Background: an optimization exercise with open tools, aiming at small area, a short achievable clock period and few clock cycles per item. Do not read the settings as production practice. In this exercise RTL edits were held to simulation tests only and were not proved equivalent to the original. Power is estimated from default activity; no workload was simulated.

## fixed_point_17_14_alu_top
module fixed_point_17_14_alu_top (
  input  logic                        clk,
  input  logic                        rst,
  input  logic                        req_valid,
  output logic                        req_stall,
  input  logic [3:0]                  op,
  input  logic signed [WORD_BITS-1:0] operand_a,
  input  logic signed [WORD_BITS-1:0] operand_b,
  output logic                        rsp_valid,
  input  logic                        rsp_stall,
  output logic signed [WORD_BITS-1:0] result,
  output logic [1:0]                  status
);
  localparam logic [1:0] PH_IDLE = 2'd0;   
  localparam logic [1:0] PH_MUL  = 2'd1;   
  localparam logic [1:0] PH_DIV  = 2'd2;   
  localparam logic [1:0] PH_FIN  = 2'd3;   
  function automatic logic [5:0] sbitlen(logic [31:0] v);
    sbitlen = '0;
    for (int i = 0; i < 31; i++)
      if (v[i] ^ v[i+1]) sbitlen = 6'(i + 1);
  endfunction
  function automatic logic [11:0] booth4(logic [7:0] v, logic lo);
    logic [2:0] tr;
    logic [3:0] n, o, t;
    for (int i = 0; i < 4; i++) begin
      tr   = {v[2*i+1], v[2*i], (i == 0) ? lo : v[2*i-1]};
      n[i] = tr[2] && !(tr[1] && tr[0]);
      o[i] = tr[1] ^ tr[0];
      t[i] = (tr == 3'b011) || (tr == 3'b100);
    end
    booth4 = {n, t, o};
  endfunction
  logic        xv;        
  logic        xfree;     
  logic [3:0]  xop;
  logic [31:0] ra;        
  logic [31:0] rb;        
  logic [3:0]  bneg, bone, btwo;   
  logic [1:0]  dbit;      
  logic [5:0]  bla, blb;  
  logic [32:0] racc;      
  logic [1:0]  ph;
  logic [4:0]  cnt;       
  logic        qn;        
  logic        o0v, o1v;
  logic [33:0] o0, o1;    
  logic is_mul, is_div, op9, bz, simple, done, push, pop, go;
  logic ld_in, ld_mul, ld_prep, ld_div, qn_n;
  assign is_mul = (xop == 4'd7) || (xop == 4'd8);
  assign is_div = (xop == 4'd9) || (xop == 4'd10);
  assign op9    = (xop == 4'd9);
  assign bz     = (rb == '0);
  assign simple = !is_mul && !is_div;
  always_comb begin
    case (ph)
      PH_IDLE: done = xv && (simple || (is_div && bz));
      PH_MUL:  done = xv && (cnt == 5'd1);
      PH_DIV:  done = xv && (cnt == 5'd1);
      default: done = xv;
    endcase
  end
  assign push = done && !o1v;
  ...
Size in the first run: roughly 210 flip-flops, ~0.030 mm^2 of cells after synthesis.
==> flow/config.mk <==
export PLATFORM = sky130hd
export DESIGN_NAME = fixed_point_17_14_alu_top
export DESIGN_NICKNAME = fixed_point_17_14_alu_top
export VERILOG_FILES = /design/flow/design.v
export SDC_FILE = /design/flow/constraint.sdc
export NUM_CORES = 4
export LEC_CHECK = 0
export CAP_MARGIN = 10
export CORE_MARGIN = 2
export CORE_UTILIZATION = 50
export SETUP_SLACK_MARGIN = 0.5
export SLEW_MARGIN = 10
export TNS_END_PERCENT = 5
==> flow/constraint.sdc <==
create_clock -name core_clock -period 28.0 [get_ports {clk}]
set_input_delay 5.6000 -clock core_clock [delete_from_list [all_inputs] [get_ports {clk}]]
set_output_delay 5.6000 -clock core_clock [all_outputs]
set_load 0.01 [all_outputs]
standard.sh (not shown) runs the stock make flow with config.mk's settings and CLKGATE_MAP_FILE= SYNTH_SCRIPT=/design/flow/synth_recipe.tcl, a recipe that flattens the netlist after the stock synthesis.
==> flow/flow/run.sh <==
#!/bin/bash
# Layout flow: the standard flow, with repair_timing asked to reach a
# shorter period than the clock (a larger setup slack margin). The SDC, the
# synthesis and every other step are the standard ones.
set -euo pipefail
here=$(pwd)
target=$(cat flow/target_period_ns)
margin=$(python3 -c "print(round($FLOW_PERIOD_NS - $target, 3))")
# standard synthesis, unchanged
bash standard.sh synth > "$here/log_synth.txt" 2>&1
# remaining steps with the larger setup margin
sed -E "s/SETUP_SLACK_MARGIN=[^ ]+/SETUP_SLACK_MARGIN=$margin/" standard.sh > "$here/layout.sh"
bash "$here/layout.sh" > "$here/log_layout.txt" 2>&1
==> flow/flow/target_period_ns <==
7.0
The baseline produced a clean layout.
Testbench counts at the start, summed over its fixed seeds: cycles 41,357, items 16,000.
Next try:
CAP_MARGIN = 20   (was 10)
SLEW_MARGIN = 20   (was 10)
TNS_END_PERCENT = 20   (was 5)
Die area stays the same.
Cell count stays flat.
Power climbs slightly.
Design area rises slightly.
Setup slack is better by 0.037 ns.
Sequential share of layout area drops by 0.18 points.

## indigo
Another version of the RTL of fixed_point_17_14_alu_top (not shown whole).
Size: ~110 I/O pins, about 30,000 µm² of cells after synthesis.
export LEC_CHECK = 0
export ABC_AREA = 1
export CAP_MARGIN = 20
export CORE_MARGIN = 2
export CORE_UTILIZATION = 50
export SETUP_SLACK_MARGIN = 0.5
export SLEW_MARGIN = 20
export TNS_END_PERCENT = 20
create_clock -name core_clock -period 28.0 [get_ports {clk}]
==> flow/flow/run.sh <==
#!/bin/bash
# Layout flow: the standard flow, with two changes to how the layout is
# made: repair_timing is asked to reach a shorter period than the clock (a
# larger setup slack margin), and the port buffers that buffer_ports inserts
# on every input and output are plain buf_4 cells. The SDC, the synthesis and
# every other step are the standard ones.
set -euo pipefail
here=$(pwd)
target=$(cat flow/target_period_ns)
margin=$(python3 -c "print(round($FLOW_PERIOD_NS - $target, 3))")
# standard synthesis, unchanged
bash standard.sh synth > "$here/log_synth.txt" 2>&1
# remaining steps
sed -E "s/SETUP_SLACK_MARGIN=[^ ]+/SETUP_SLACK_MARGIN=$margin BUFFER_PORTS_ARGS=\"-buffer_cell sky130_fd_sc_hd__buf_4\"/" standard.sh > "$here/layout.sh"
bash "$here/layout.sh" > "$here/log_layout.txt" 2>&1
==> flow/flow/target_period_ns <==
6.0
indigo: no failed stages, no open violations at the end
Testbench counts of indigo, summed over its fixed seeds: cycles 40,910, items 16,000.
What quartz does differently from indigo at the input level:
==> flow/flow/target_period_ns <==
7.0
--- a/flow/config.mk
+++ b/flow/config.mk
@@ -7,8 +7,8 @@
 export LEC_CHECK = 0
 export ABC_AREA = 1
-export CAP_MARGIN = 20
+export CAP_MARGIN = 10
 export CORE_MARGIN = 2
-export CORE_UTILIZATION = 50
+export CORE_UTILIZATION = 60
 export SETUP_SLACK_MARGIN = 0.5
-export SLEW_MARGIN = 20
-export TNS_END_PERCENT = 20
+export SLEW_MARGIN = 10
+export TNS_END_PERCENT = 5
Sum of routed wire length over all layers (quartz vs. indigo) decreases by a little under 10%
Diff indigo -> quartz: net switching power dropped 6.2%; depth of the CTS H-tree now sits at about the same level; required time at the worst-slack endpoint stayed essentially flat; compound-cell area share of the yosys netlist saw little to no change.
Utilization: quartz vs indigo up 6.1 points
Comparing indigo against quartz, there is no change at all in critical path depth.
Share of final-layout standard cells stronger than drive strength 1 delta for quartz relative to indigo: 6.5 points lower
What umber does differently from quartz at the input level:
==> flow/flow/target_period_ns <==
6.5
--- a/flow/config.mk
+++ b/flow/config.mk
@@ -7,8 +7,8 @@
 export LEC_CHECK = 0
 export ABC_AREA = 1
-export CAP_MARGIN = 10
+export CAP_MARGIN = 20
 export CORE_MARGIN = 2
-export CORE_UTILIZATION = 60
+export CORE_UTILIZATION = 50
 export SETUP_SLACK_MARGIN = 0.5
-export SLEW_MARGIN = 10
-export TNS_END_PERCENT = 5
+export SLEW_MARGIN = 20
+export TNS_END_PERCENT = 20
==> notes.md <==
- Diff quartz -> umber | die outline area | increase of 20%
- Note that the length of routed wiring on met1 recorded for umber amounts to 1.13 times the value seen in quartz.
- Maximum fanout count along the critical path for umber: 1 down relative to quartz
- umber completed every stage of the flow, and the final layout passed the timing, DRC and antenna checks.
- Final cell count of umber exceeds that of quartz by a few percent.
- Compared with quartz, umber is the more power-hungry design.
What onyx does differently from umber at the input level:
==> flow/flow/target_period_ns <==
7.4
### Flow results
Fmax | onyx vs umber | onyx slower. Lower met1 demand-to-capacity share in global routing among onyx and umber: umber. The more densely filled core belongs to umber, not onyx. Against umber, total length of routed wires in onyx came out better. onyx vs umber: initial antenna violation count up in onyx. The number of fillers in the final layout of onyx exceeds that of umber by 184. Worst hold slack (higher): umber. Diff umber -> onyx | design internal power | decrease of 4.1%.

Another version of the RTL of fixed_point_17_14_alu_top (not shown whole).
Size: about 210 flip-flops, about 110 I/O pins, about 31000 µm² of cells after synthesis.
Settings: LEC_CHECK=0, ABC_AREA=1, CAP_MARGIN=20, CORE_MARGIN=2, CORE_UTILIZATION=50, SETUP_SLACK_MARGIN=0.5, SLEW_MARGIN=20, TNS_END_PERCENT=20; clock period 28.0 ns.
==> flow/flow/target_period_ns <==
7.0
Scripts as last shown in full above: flow/flow/run.sh
Testbench counts at the start, summed over its fixed seeds: cycles 40,910, items 16,000.
Rerun with:
--- a/flow/config.mk
+++ b/flow/config.mk
@@ -9 +9 @@
-export CAP_MARGIN = 20
+export CAP_MARGIN = 10
@@ -11 +11 @@
-export CORE_UTILIZATION = 50
+export CORE_UTILIZATION = 60
@@ -13,2 +13,2 @@
-export SLEW_MARGIN = 20
-export TNS_END_PERCENT = 20
+export SLEW_MARGIN = 10
+export TNS_END_PERCENT = 5
What happened: Power decreases by 0.38%; clock skew grows by 16 ps; wire length fell by 3.5%.

-- port drivers added, routing unchanged --
No port has a modelled driver above. Below, the same layouts with a new extraction and two added sets of constraints.
Step 1, drivers: a clkbuf_16 drives clk and a buf_2 each remaining input, both assumed.
Step 2 also shifts input and output timing later by t, the mid clock arrival at the registers, as if the neighbouring blocks saw the same clock.
Three values: ideal, step 1, step 2; two values: the first two.
| run | shift t [ns] | slack for setup (ns) | hold WS [ns] | clock arrival spread, ns | slew at the worst register clock pin (ns) |
|---|---|---|---|---|---|
| the first run of note 1 | 0.704 | 20.774 / 20.706 / 20.167 | 0.531 / 0.531 / 0.531 | 0.053 / 0.053 | 0.07 / 0.07 |
| the second run of note 1 | 0.694 | 20.811 / 20.743 / 20.162 | 0.528 / 0.528 / 0.528 | 0.016 / 0.016 | 0.07 / 0.07 |
| indigo | 0.655 | 20.833 / 20.823 / 20.167 | 0.506 / 0.506 / 0.506 | 0.035 / 0.035 | 0.07 / 0.07 |
| quartz | 0.647 | 20.895 / 20.895 / 20.248 | 0.521 / 0.521 / 0.521 | 0.036 / 0.036 | 0.07 / 0.07 |
| umber | 0.662 | 20.825 / 20.822 / 20.160 | 0.518 / 0.518 / 0.518 | 0.030 / 0.030 | 0.07 / 0.07 |
| onyx | 0.653 | 20.560 / 20.560 / 20.194 | 0.509 / 0.509 / 0.509 | 0.043 / 0.043 | 0.09 / 0.09 |
| the first run of note 3 | 0.657 | 20.871 / 20.875 / 20.218 | 0.484 / 0.484 / 0.484 | 0.036 / 0.036 | 0.07 / 0.07 |
| the second run of note 3 | 0.664 | 20.891 / 20.907 / 20.243 | 0.486 / 0.486 / 0.486 | 0.051 / 0.052 | 0.08 / 0.08 |
After both steps every run listed still meets setup and hold. For indigo, which loses most, drivers alone change the setup slack by -0.010 ns; drivers and shift together by -0.666 ns.
